Source: an optimization exercise on an open RTL-to-GDS flow (aim: small area and a short achievable clock period). Production flows keep margins and buffers that such runs may drop.
The RTL was checked by simulation tests, not by an equivalence proof against the original design.
The clock input has no modelled driver; a real chip could not lean on it and would need a root buffer or a full tree.
Power figures rest on the tool's default switching activity, not on a simulated workload.

## build 20
Design signedMultiplier16, start of the top module:
module signedMultiplier16 (
  input  logic             clk,
  input  logic             rstN,
  input  multPkg::operandT opA,
  input  multPkg::operandT opB,
  input  logic             inValid,
  output multPkg::productT product,
  output logic             outValid
);
Size in the first run: roughly 150 flip-flops, ~68 I/O pins.
export LEC_CHECK = 0
export CAP_MARGIN = 20
export CORE_MARGIN = 2
export CORE_UTILIZATION = 65
export PLACE_DENSITY = 0.75
export SLEW_MARGIN = 20
export SYNTH_HIERARCHICAL = 1
export SYNTH_MINIMUM_KEEP_SIZE = 0
create_clock -name core_clock -period 8.8 [get_ports {clk}]
standard.sh (not shown) runs the stock make flow with config.mk's settings and CLKGATE_MAP_FILE= SYNTH_SCRIPT=/design/flow/synth_recipe.tcl, a recipe that flattens the netlist after the stock synthesis.
==> flow/flow/run.sh <==
#!/bin/bash
# standard synthesis and layout, except:
# - the port buffers are the smallest buffer instead of a delay cell,
# - the clock tree is a balanced two-level tree built by flow/clock_tree.tcl
#   (root buffer, one buffer per k-means cluster of flip-flops) in place of TritonCTS.
set -euo pipefail
export FLOW_CLOCK_TREE="12 sky130_fd_sc_hd__clkbuf_16 sky130_fd_sc_hd__clkbuf_8"
bash standard.sh SETUP_SLACK_MARGIN=6.25 "BUFFER_PORTS_ARGS=-buffer_cell sky130_fd_sc_hd__buf_1" \
  PRE_CTS_TCL=$PWD/flow/clock_tree.tcl finish > flow_make.log 2>&1
==> flow/flow/clock_tree.tcl <==
# Two-level clock tree: the clock port drives one root buffer, which drives one
# buffer per cluster of flip-flops (clusters by k-means on placement).
proc my_clock_tree {nclusters rootcell leafcell} {
  set block [ord::get_db_block]
  set db [ord::get_db]
  set clknet [$block findNet clk]
  set sinks {}
  foreach it [$clknet getITerms] {
    lappend sinks $it
  }
  set pts {}
  foreach it $sinks {
    set b [[$it getInst] getBBox]
    lappend pts [list [expr {([$b xMin] + [$b xMax]) / 2.0}] [expr {([$b yMin] + [$b yMax]) / 2.0}]]
  }
  set n [llength $pts]
  # k-means, seeded by spreading over sorted x then y
  set cent {}
  set sorted [lsort -real -index 0 $pts]
  for {set k 0} {$k < $nclusters} {incr k} {
    lappend cent [lindex $sorted [expr {int(($k + 0.5) * $n / $nclusters)}]]
  }
  for {set iter 0} {$iter < 50} {incr iter} {
    set assign {}
    foreach p $pts {
      set best 0; set bd 1e30
      for {set k 0} {$k < $nclusters} {incr k} {
        set c [lindex $cent $k]
        set d [expr {abs([lindex $p 0] - [lindex $c 0]) + abs([lindex $p 1] - [lindex $c 1])}]
        if {$d < $bd} { set bd $d; set best $k }
      }
      lappend assign $best
    }
    set newc {}
    for {set k 0} {$k < $nclusters} {incr k} {
      set sx 0; set sy 0; set m 0
      foreach p $pts a $assign {
        if {$a == $k} { set sx [expr {$sx + [lindex $p 0]}]; set sy [expr {$sy + [lindex $p 1]}]; incr m }
      }
      if {$m > 0} { lappend newc [list [expr {$sx / $m}] [expr {$sy / $m}]] } else { lappend newc [lindex $cent $k] }
    }
    set cent $newc
  }
  set rmaster [$db findMaster $rootcell]
  set lmaster [$db findMaster $leafcell]
  # root buffer at the centre of the leaf buffers
  set rx 0; set ry 0
  foreach c $cent { set rx [expr {$rx + [lindex $c 0]}]; set ry [expr {$ry + [lindex $c 1]}] }
  set rx [expr {int($rx / $nclusters)}]; set ry [expr {int($ry / $nclusters)}]
  set root [odb::dbInst_create $block $rmaster "clkbuf_root"]
  $root setLocation $rx $ry
  $root setPlacementStatus PLACED
  set rootnet [odb::dbNet_create $block "clknet_root"]
  $rootnet setSigType CLOCK
  foreach it $sinks { $it disconnect }
  [$root findITerm A] connect $clknet
  [$root findITerm X] connect $rootnet
  for {set k 0} {$k < $nclusters} {incr k} {
    set c [lindex $cent $k]
    set leaf [odb::dbInst_create $block $lmaster "clkbuf_leaf_$k"]
    $leaf setLocation [expr {int([lindex $c 0])}] [expr {int([lindex $c 1])}]
    $leaf setPlacementStatus PLACED
    set net [odb::dbNet_create $block "clknet_leaf_$k"]
    $net setSigType CLOCK
    [$leaf findITerm A] connect $rootnet
    [$leaf findITerm X] connect $net
    foreach it $sinks a $assign {
      if {$a == $k} { $it connect $net }
    }
  }
}

# Used as ORFS's PRE_CTS_TCL hook: build the tree here, and leave the CTS step's
# clock_tree_synthesis call nothing to do.
if {[info exists ::env(FLOW_CLOCK_TREE)]} {
  my_clock_tree {*}$::env(FLOW_CLOCK_TREE)
  set_propagated_clock [all_clocks]
  proc clock_tree_synthesis {args} { puts "clock tree built by flow/clock_tree.tcl" }
}
What build 93 does differently from build 20 at the input level:
==> flow/flow/run.sh <==
#!/bin/bash
# standard synthesis and layout, except:
# - the port buffers are the smallest buffer instead of a delay cell,
# - the clock tree is a balanced two-level tree built by flow/clock_tree.tcl
#   (root buffer, one buffer per k-means cluster of flip-flops) in place of TritonCTS.
set -euo pipefail
export FLOW_CLOCK_TREE="8 sky130_fd_sc_hd__clkbuf_16 sky130_fd_sc_hd__clkbuf_16"
bash standard.sh SETUP_SLACK_MARGIN=6.2 "BUFFER_PORTS_ARGS=-buffer_cell sky130_fd_sc_hd__buf_1" \
  PRE_CTS_TCL=$PWD/flow/clock_tree.tcl finish > flow_make.log 2>&1
-- flow/config.mk --
<<< build 20, line 8
export CAP_MARGIN = 20
export CORE_MARGIN = 2
export CORE_UTILIZATION = 65
export PLACE_DENSITY = 0.75
export SLEW_MARGIN = 20
export SYNTH_HIERARCHICAL = 1
>>> build 93, line 8
export CAP_MARGIN = 20
export CORE_MARGIN = 2
export CORE_UTILIZATION = 75
export PLACE_DENSITY = 0.85
export SLEW_MARGIN = 20
export SYNTH_HIERARCHICAL = 1
## What came out
Sort build 20 and build 93 by first-pass GRT wire length, ascending, and build 20 comes first. Going from build 20 to build 93, height of the die shrinks by 6.7%. Of build 20 and build 93, build 93 shows the lower share of power burned in combinational logic, with build 20 above it. Going from build 20 to build 93, design area down 1.5%; sequential share of layout area +0.53 points.
--- input diff build 93..build 49 ---
==> flow/flow/run.sh <==
#!/bin/bash
# standard synthesis and layout, except:
# - the port buffers are the smallest buffer instead of a delay cell,
# - the clock tree is a balanced two-level tree built by flow/clock_tree.tcl
#   (root buffer, one buffer per k-means cluster of flip-flops) in place of TritonCTS.
set -euo pipefail
export FLOW_CLOCK_TREE="8 sky130_fd_sc_hd__clkbuf_16 sky130_fd_sc_hd__clkbuf_16"
bash standard.sh SETUP_SLACK_MARGIN=6.3 "BUFFER_PORTS_ARGS=-buffer_cell sky130_fd_sc_hd__buf_1" \
  PRE_CTS_TCL=$PWD/flow/clock_tree.tcl finish > flow_make.log 2>&1
-- flow/config.mk --
<<< build 93, line 8
export CAP_MARGIN = 20
export CORE_MARGIN = 2
export CORE_UTILIZATION = 75
export PLACE_DENSITY = 0.85
export SLEW_MARGIN = 20
export SYNTH_HIERARCHICAL = 1
>>> build 49, line 8
export CAP_MARGIN = 20
export CORE_MARGIN = 2
export CORE_UTILIZATION = 65
export PLACE_DENSITY = 0.75
export SLEW_MARGIN = 20
export SYNTH_HIERARCHICAL = 1
Findings:
- Both conditions hold for build 49: the flow ran to the end and the final layout passed the timing, DRC and antenna checks.
- Per the comparison of build 49 with build 93, ratio of final minimum period to clock period dropped 0.43 points, sequential share of layout area -0.77 points, worst setup slack higher.
- Looking at type of the worst setup path, the flop to output port result is from build 49; the flop to flop one comes from build 93.
diff inputs: build 49 => build 59
==> flow/flow/run.sh <==
#!/bin/bash
# standard synthesis and layout, except:
# - the port buffers are the smallest buffer instead of a delay cell,
# - the clock tree is a balanced two-level tree built by flow/clock_tree.tcl
#   (root buffer, one buffer per k-means cluster of flip-flops) in place of TritonCTS.
set -euo pipefail
export FLOW_CLOCK_TREE="8 sky130_fd_sc_hd__clkbuf_16 sky130_fd_sc_hd__clkbuf_16"
bash standard.sh SETUP_SLACK_MARGIN=6.2 "BUFFER_PORTS_ARGS=-buffer_cell sky130_fd_sc_hd__buf_1" \
  PRE_CTS_TCL=$PWD/flow/clock_tree.tcl finish > flow_make.log 2>&1
==> summary.txt <==
On global-route wire length before repair, build 59 does better than build 49. Build 49 → build 59: synthesized instance count stayed essentially flat, tap cell count closely matched the old numbers, first-iteration DRC count went up by about 20%. For the switching power of the nets, build 59 came in 4.7% lower than build 49 did. Final cell area: build 59 below build 49. In the reports for build 49 and build 59, the larger power belongs to build 49. product[14] as the capture point of the critical path was reported by build 59, and product[31] by build 49. Build 49 → build 59: sequential area share after synthesis flat; aggregate routed wire length went down 2.1%; switching share of power increased by 0.34 points relative to the old numbers. In the reports for build 49 and build 59, the smaller leakage power belongs to build 59.
In every run of this note, the design's own scripts or RTL, not TritonCTS, make the clock network.

[separate check: timing with driven ports]
No port has a modelled driver above. Below, the same layouts with a new extraction and two added sets of constraints. Step 1, drivers: a clkbuf_16 drives clk and a buf_2 each remaining input, both assumed. Step 2 moves the port delays by t, midway between the first and last clock arrival at a register: inputs arrive t later, outputs are due t later. That takes back most of the time a late clock gives input paths. Three values: no drivers, after step 1, after step 2; two values: the first two.
run | t (ns) | slack for setup (ns) | pins driven straight from the clock port
build 20 | 0.410 | 6.222 / 6.177 / 6.241 | 1
build 93 | 0.423 | 6.171 / 6.171 / 6.171 | 1
build 49 | 0.425 | 6.208 / 6.163 / 6.249 | 1
build 59 | 0.423 | 6.208 / 6.164 / 6.215 | 1
After both steps setup and hold are still met in every run listed.
